This design comes from an exercise in tuning for small area and a short achievable clock period on the open sky130 flow, not from production work. RTL that was checked went through simulation tests only; none was proved equivalent to the original. Power and IR drop assume default switching activity.

==> flow/design.v <==
`timescale 1ns/1ps
`default_nettype none
module chu_vga_card_flip_core (
    input  logic        clk,
    input  logic        reset_n,
    input  logic [10:0] x,
    input  logic [10:0] y,
    input  logic        cs,
    input  logic        write,
    input  logic [13:0] addr,
    input  logic [31:0] wr_data,
    output logic [31:0] rd_data,
    output logic [13:0] glyph_addr,
    input  logic        glyph_pix,
    input  logic [11:0] si_rgb,
    output logic [11:0] so_rgb
);
    localparam logic [1:0] c_st_idle  = 2'd0;
    localparam logic [1:0] c_st_run   = 2'd1;
    localparam logic [1:0] c_st_clear = 2'd2;
    logic [5:0]  r_code [256];
    logic        r_hid  [256];
    logic        r_wv;        
    logic        r_wc;        
    logic [7:0]  r_wa;
    logic [6:0]  r_wd;
    logic [1:0]  r_state;
    logic [7:0]  r_slot;
    logic [4:0]  r_progress;
    logic        r_frame_cnt;
    logic [1:0]  r_mode;
    logic [11:0] r_fg;
    logic        r_prev_origin;
    logic        r_v1;
    logic [7:0]  r_pslot;
    logic [3:0]  r_yin;
    logic [3:0]  r_xin;
    logic [11:0] r_si1;
    logic [11:0] r_si2;
    logic        w_tile_wr;
    logic        w_reg_wr;
    logic        w_flip_start;
    logic        w_origin;
    logic        w_strobe;
    logic        w_busy;
    logic        w_eng_clear;
    logic [7:0]  w_pix_slot;
    logic [6:0]  w_ent;
    logic        w_reveal;
    logic [5:0]  w_eff_code;
    logic [11:0] w_avg;
    logic [11:0] w_blend;
    assign w_tile_wr    = cs & write & ~addr[13];
    assign w_reg_wr     = cs & write & addr[13];
    assign w_flip_start = w_reg_wr && (addr[2:0] == 3'd2);
    assign w_origin     = (x == 11'd0) && (y == 11'd0);
    assign w_strobe     = w_origin & ~r_prev_origin;
    assign w_busy       = (r_state != c_st_idle);
    assign w_eng_clear  = (r_state == c_st_clear) && !w_tile_wr;
    assign w_pix_slot   = {y[6:4], x[8:4]};
    assign rd_data      = {w_busy, 23'd0, 3'd0, r_progress};
    always_ff @(posedge clk) begin
        r_wv <= w_tile_wr | w_eng_clear;
        r_wc <= w_tile_wr;
        r_wa <= w_tile_wr ? addr[7:0] : r_slot;
        r_wd <= {w_tile_wr & wr_data[8], wr_data[5:0]};
    end
    always_ff @(posedge clk) begin
        if (r_wc) r_code[r_wa] <= r_wd[5:0];
        if (r_wv) r_hid[r_wa]  <= r_wd[6];
    end
    always_ff @(posedge clk or negedge reset_n) begin
        if (!reset_n) begin
            r_mode <= 2'b00;
            r_fg   <= 12'hFFF;
        end else if (w_reg_wr) begin
            case (addr[2:0])
                3'd0:    r_mode <= wr_data[1:0];
                3'd1:    r_fg   <= wr_data[11:0];
                default: ;
            endcase
        end
    end
    always_ff @(posedge clk or negedge reset_n) begin
        if (!reset_n) r_prev_origin <= 1'b0;
        else          r_prev_origin <= w_origin;
    end
    always_ff @(posedge clk or negedge reset_n) begin
        if (!reset_n) begin
            r_state     <= c_st_idle;
            r_slot      <= '0;
            r_progress  <= '0;
            r_frame_cnt <= 1'b0;
        end else begin
            case (r_state)
                c_st_idle: begin
                    if (w_flip_start) begin
                        r_slot      <= wr_data[7:0];
                        r_progress  <= '0;
                        r_frame_cnt <= 1'b0;
                        r_state     <= c_st_run;
                    end
                end
                c_st_run: begin
                    if (w_strobe) begin
                        r_frame_cnt <= ~r_frame_cnt;
                        if (r_frame_cnt) begin
                            r_progress <= r_progress + 5'd1;
                            if (r_progress == 5'd15) r_state <= c_st_clear;
                        end
                    end
                end
                c_st_clear: begin
                    if (w_eng_clear) r_state <= c_st_idle;
                end
                default: r_state <= c_st_idle;
            endcase
        end
    end
    always_ff @(posedge clk or negedge reset_n) begin
        if (!reset_n) begin
            r_v1    <= 1'b0;
            r_pslot <= '0;
            r_yin   <= '0;
            r_xin   <= '0;
            r_si1   <= '0;
        end else begin
            r_v1    <= 1'b1;
            r_pslot <= w_pix_slot;
            r_yin   <= y[3:0];
            r_xin   <= x[3:0];
            r_si1   <= si_rgb;
        end
    end
    logic [255:0] w_sel;
    logic [6:0]   w_rd;
    always_comb begin
        w_rd = '0;
        for (int i = 0; i < 256; i++) begin
            w_sel[i] = (r_pslot == 8'(i));
            w_rd = w_rd | ({7{w_sel[i]}} & {r_hid[i], r_code[i]});
        end
    end
    assign w_ent      = r_v1 ? w_rd : 7'd0;
    assign w_reveal   = w_busy && (r_pslot == r_slot) && ({1'b0, r_yin} < r_progress);
    assign w_eff_code = (w_ent[6] && !w_reveal) ? 6'd63 : w_ent[5:0];
    always_ff @(posedge clk or negedge reset_n) begin
        if (!reset_n) begin
            glyph_addr <= '0;
            r_si2      <= '0;
            so_rgb     <= '0;
        end else begin
            glyph_addr <= {w_eff_code, r_yin, r_xin};
            r_si2      <= r_si1;
            so_rgb     <= w_blend;
        end
    end
    for (genvar i = 0; i < 3; i++) begin : g_ch
        logic [4:0] w_sum;
        assign w_sum = {1'b0, r_fg[i*4 +: 4]} + {1'b0, r_si2[i*4 +: 4]};
        assign w_avg[i*4 +: 4] = w_sum[4:1];
    end
    always_comb begin
        w_blend = r_si2;
        case (r_mode)
            2'b01:   w_blend = r_si2;
            2'b10:   if (glyph_pix) w_blend = w_avg;
            default: if (glyph_pix) w_blend = r_fg;
        endcase
    end
endmodule
`default_nettype wire
clock: 10.0 ns
lec_check: 0
cap_margin: 20
core_margin: 2
core_utilization: 40
setup_slack_margin: 5
slew_margin: 20
run.sh (not shown) runs the stock make flow with config.mk's settings and CLKGATE_MAP_FILE= SYNTH_SCRIPT=/design/flow/synth_recipe.tcl, a recipe that flattens the netlist after the stock synthesis.
Edit:
--- a/flow/design.v
+++ b/flow/design.v
@@ -129,22 +129,13 @@
             r_pslot <= w_pix_slot;
             r_yin   <= y[3:0];
             r_xin   <= x[3:0];
             r_si1   <= si_rgb;
         end
     end
-    logic [255:0] w_sel;
-    logic [6:0]   w_rd;
-    always_comb begin
-        w_rd = '0;
-        for (int i = 0; i < 256; i++) begin
-            w_sel[i] = (r_pslot == 8'(i));
-            w_rd = w_rd | ({7{w_sel[i]}} & {r_hid[i], r_code[i]});
-        end
-    end
-    assign w_ent      = r_v1 ? w_rd : 7'd0;
+    assign w_ent      = r_v1 ? {r_hid[r_pslot], r_code[r_pslot]} : 7'd0;
     assign w_reveal   = w_busy && (r_pslot == r_slot) && ({1'b0, r_yin} < r_progress);
     assign w_eff_code = (w_ent[6] && !w_reveal) ? 6'd63 : w_ent[5:0];
     always_ff @(posedge clk or negedge reset_n) begin
         if (!reset_n) begin
             glyph_addr <= '0;
             r_si2      <= '0;
Clock-buffer cell count came out lower by 2.
Global-route usage came out lower by 11 points.
Register-to-register slack improved by 0.08 ns.
Total power came out lower slightly.
Clock skew came out lower by 0.022 ns.
Cell count came out lower by a little under a tenth.
Critical path depth does not change.
Maximum frequency came out higher slightly.
Core utilization came out lower by 0.54 points.
Synthesized area came out higher by a few percent.
Non-clock buffer count came out lower by 95.
Design area came out higher slightly.
Die area came out higher by a few percent.
Only the layout flow was run in the first run of this note; the RTL was not checked for function there.

========
AL:
Another version of the RTL of chu_vga_card_flip_core (not shown whole).
Size in the first run: ~140 I/O pins, roughly 71,000 µm² of cells after synthesis.
clock: 10.0 ns
lec_check: 0
cap_margin: 20
core_margin: 2
core_utilization: 50
cts_cluster_diameter: 80
cts_cluster_size: 30
place_density: 0.62
slew_margin: 20
synth_hierarchical: 1
standard.sh (not shown) runs the stock make flow with config.mk's settings and CLKGATE_MAP_FILE= SYNTH_SCRIPT=/design/flow/synth_recipe.tcl, a recipe that flattens the netlist after the stock synthesis.
==> flow/flow/run.sh <==
#!/bin/bash
set -euo pipefail
cd "$(dirname "$0")/.."
bash standard.sh SETUP_SLACK_MARGIN=6.6 finish > standard_flow.log 2>&1
Having completed the whole flow, AL delivered a layout that passed the timing, design-rule and antenna checks.
Input-level comparison between TR and AL:
--- a/flow/design.v
+++ b/flow/design.v
@@ -15,17 +15,17 @@
     input  logic [11:0] si_rgb,
     output logic [11:0] so_rgb
 );
     logic [5:0]  r_code [256];
     logic        r_hid  [256];
     logic [15:0] r_whi_n;
     logic [15:0] r_wlo_n;
     logic        r_wc;        
-    logic [6:0]  r_wd;
+    logic [6:0]  r_wd [4];    
     logic        r_busy;      
     logic        r_clr;       
     logic [7:0]  r_slot;
     logic [4:0]  r_progress;
     logic        r_frame_cnt;
     logic [1:0]  r_mode;
     logic [11:0] r_fg;
     logic        r_prev_origin;
@@ -39,17 +39,16 @@
     logic        w_tile_wr;
     logic        w_reg_wr;
     logic        w_flip_start;
     logic        w_origin;
     logic        w_strobe;
     logic        w_busy;
     logic        w_eng_clear;
     logic [7:0]  w_pix_slot;
-    logic [6:0]  w_ent;
     logic        w_reveal;
     logic [5:0]  w_eff_code;
     logic [11:0] w_avg;
     logic [11:0] w_blend;
     assign w_tile_wr    = cs & write & ~addr[13];
     assign w_reg_wr     = cs & write & addr[13];
     assign w_flip_start = w_reg_wr && (addr[2:0] == 3'd2);
     assign w_origin     = (x == 11'd0) && (y == 11'd0);
@@ -63,24 +62,25 @@
     assign w_wv = w_tile_wr | w_eng_clear;
     assign w_wa = w_tile_wr ? addr[7:0] : r_slot;
     always_ff @(posedge clk) begin
         for (int j = 0; j < 16; j++) begin
             r_whi_n[j] <= !(w_wv && w_wa[7:4] == 4'(j));
             r_wlo_n[j] <= (w_wa[3:0] != 4'(j));
         end
         r_wc <= w_tile_wr;
-        r_wd <= {w_tile_wr & wr_data[8], wr_data[5:0]};
+        for (int c = 0; c < 4; c++)
+            r_wd[c] <= {w_tile_wr & wr_data[8], wr_data[5:0]} & {7{w_wa[7:6] == 2'(c)}};
     end
     logic [15:0] w_wlo_c_n;
     assign w_wlo_c_n = r_wlo_n | {16{~r_wc}};
     always_ff @(posedge clk) begin
         for (int i = 0; i < 256; i++) begin
-            if (!(r_whi_n[i/16] | w_wlo_c_n[i%16])) r_code[i] <= r_wd[5:0];
-            if (!(r_whi_n[i/16] | r_wlo_n[i%16]))   r_hid[i]  <= r_wd[6];
+            if (!(r_whi_n[i/16] | w_wlo_c_n[i%16])) r_code[i] <= r_wd[i/64][5:0];
+            if (!(r_whi_n[i/16] | r_wlo_n[i%16]))   r_hid[i]  <= r_wd[i/64][6];
         end
     end
     always_ff @(posedge clk or negedge reset_n) begin
         if (!reset_n) begin
             r_mode <= 2'b00;
             r_fg   <= 12'hFFF;
         end else if (w_reg_wr) begin
             case (addr[2:0])
@@ -179,19 +179,20 @@
         for (genvar g = 0; g < 11; g++) begin : g_v
             card_nor2 u_v (.a(w_u[2*g]), .b(w_u[2*g+1]), .y(w_v_n[g]));
         end
         card_nand4 u_w0 (.a(w_v_n[0]), .b(w_v_n[1]), .c(w_v_n[2]), .d(w_v_n[3]), .y(w_w[0]));
         card_nand4 u_w1 (.a(w_v_n[4]), .b(w_v_n[5]), .c(w_v_n[6]), .d(w_v_n[7]), .y(w_w[1]));
         card_nand3 u_w2 (.a(w_v_n[8]), .b(w_v_n[9]), .c(w_v_n[10]), .y(w_w[2]));
         card_nor3  u_x  (.a(w_w[0]), .b(w_w[1]), .c(w_w[2]), .y(w_rd_n[b]));
     end
-    assign w_ent      = ~w_rd_n;
     assign w_reveal   = w_busy && r_match && ({1'b0, r_yin} < r_progress);
-    assign w_eff_code = (w_ent[6] && !w_reveal) ? 6'd63 : w_ent[5:0];
+    for (genvar b = 0; b < 6; b++) begin : g_eff
+        card_o21ai u_e (.a1(w_rd_n[6]), .a2(w_reveal), .b1(w_rd_n[b]), .y(w_eff_code[b]));
+    end
     always_ff @(posedge clk or negedge reset_n) begin
         if (!reset_n) begin
             glyph_addr <= '0;
             r_si2      <= '0;
             so_rgb     <= '0;
         end else begin
             glyph_addr <= {w_eff_code, r_yin, r_xin};
             r_si2      <= r_si1;
@@ -213,16 +214,19 @@
     end
 endmodule
 module card_aoi222 (
     input  logic a1, a2, b1, b2, c1, c2,
     output logic y
 );
     assign y = ~((a1 & a2) | (b1 & b2) | (c1 & c2));
 endmodule
+module card_o21ai (input logic a1, a2, b1, output logic y);
+    assign y = ~((a1 | a2) & b1);
+endmodule
 module card_nand2 (input logic a, b, output logic y);
     assign y = ~(a & b);
 endmodule
 module card_nand3 (input logic a, b, c, output logic y);
     assign y = ~(a & b & c);
 endmodule
 module card_nand4 (input logic a, b, c, d, output logic y);
     assign y = ~(a & b & c & d);
Findings:
- Lower routing usage on met2 among AL and TR: TR
- | post-route worst setup slack | lower: TR |
- AL ended up with r_rlo_n[14] as its startpoint of the most critical setup path; TR ended up with r_rlo_n[10].
- AL → TR: final cell count higher, number of ordinary and repair buffers in the finished layout shows an increase of 1, met1 layer usage reported by global route grew by 1.7 points, worst supply voltage drop on vdd down about 15%, post-synthesis async set-or-reset flop share comparable.
- TR vs AL — pin slew with the least headroom to its limit dropped 230 ps.
- AL -> TR: clock-buffer cell count increased by a few percent
- Count of filler cells inserted in the layout: AL vs TR, no meaningful difference
- Area of the core (TR over AL): increase, 1.1%

==> static timing again, ports no longer ideal <==
How much do the figures lean on ideal ports? The routed layouts below were timed once more, with nothing changed but the port constraints.
Step 1: set_driving_cell puts a clkbuf_16 on clk and a buf_2 on each other input, an assumption about the parent block.
Step 2 times the ports against the registers' clock, not the clock port: input delays grow and output delays shrink by t, the midpoint of the rising clock arrivals with the driver on.
a / b / c = ideal / step 1 / step 2; a / b = the first two.
| run | shift t [ns] | setup slack, ns | slew at the worst register clock pin (ns) | worst data-port slew with drivers (ns) | cell pins on the clock port's net |
|---|---|---|---|---|---|
| the first run of note 1 | 0.914 | 5.014 / 5.014 / 5.014 | 0.07 / 0.07 | 0.07 | 1 |
| the second run of note 1 | 0.909 | 5.093 / 5.093 / 5.093 | 0.07 / 0.07 | 0.06 | 1 |
| AL | 0.812 | 6.501 / 6.501 / 5.955 | 0.12 / 0.12 | 0.07 | 1 |
| TR | 0.814 | 6.435 / 6.435 / 5.806 | 0.12 / 0.12 | 0.19 | 1 |
After both steps every run listed still meets setup and hold. The setup slack of TR, which loses most, moves by 0.000 ns with the drivers and by -0.629 ns with both steps.
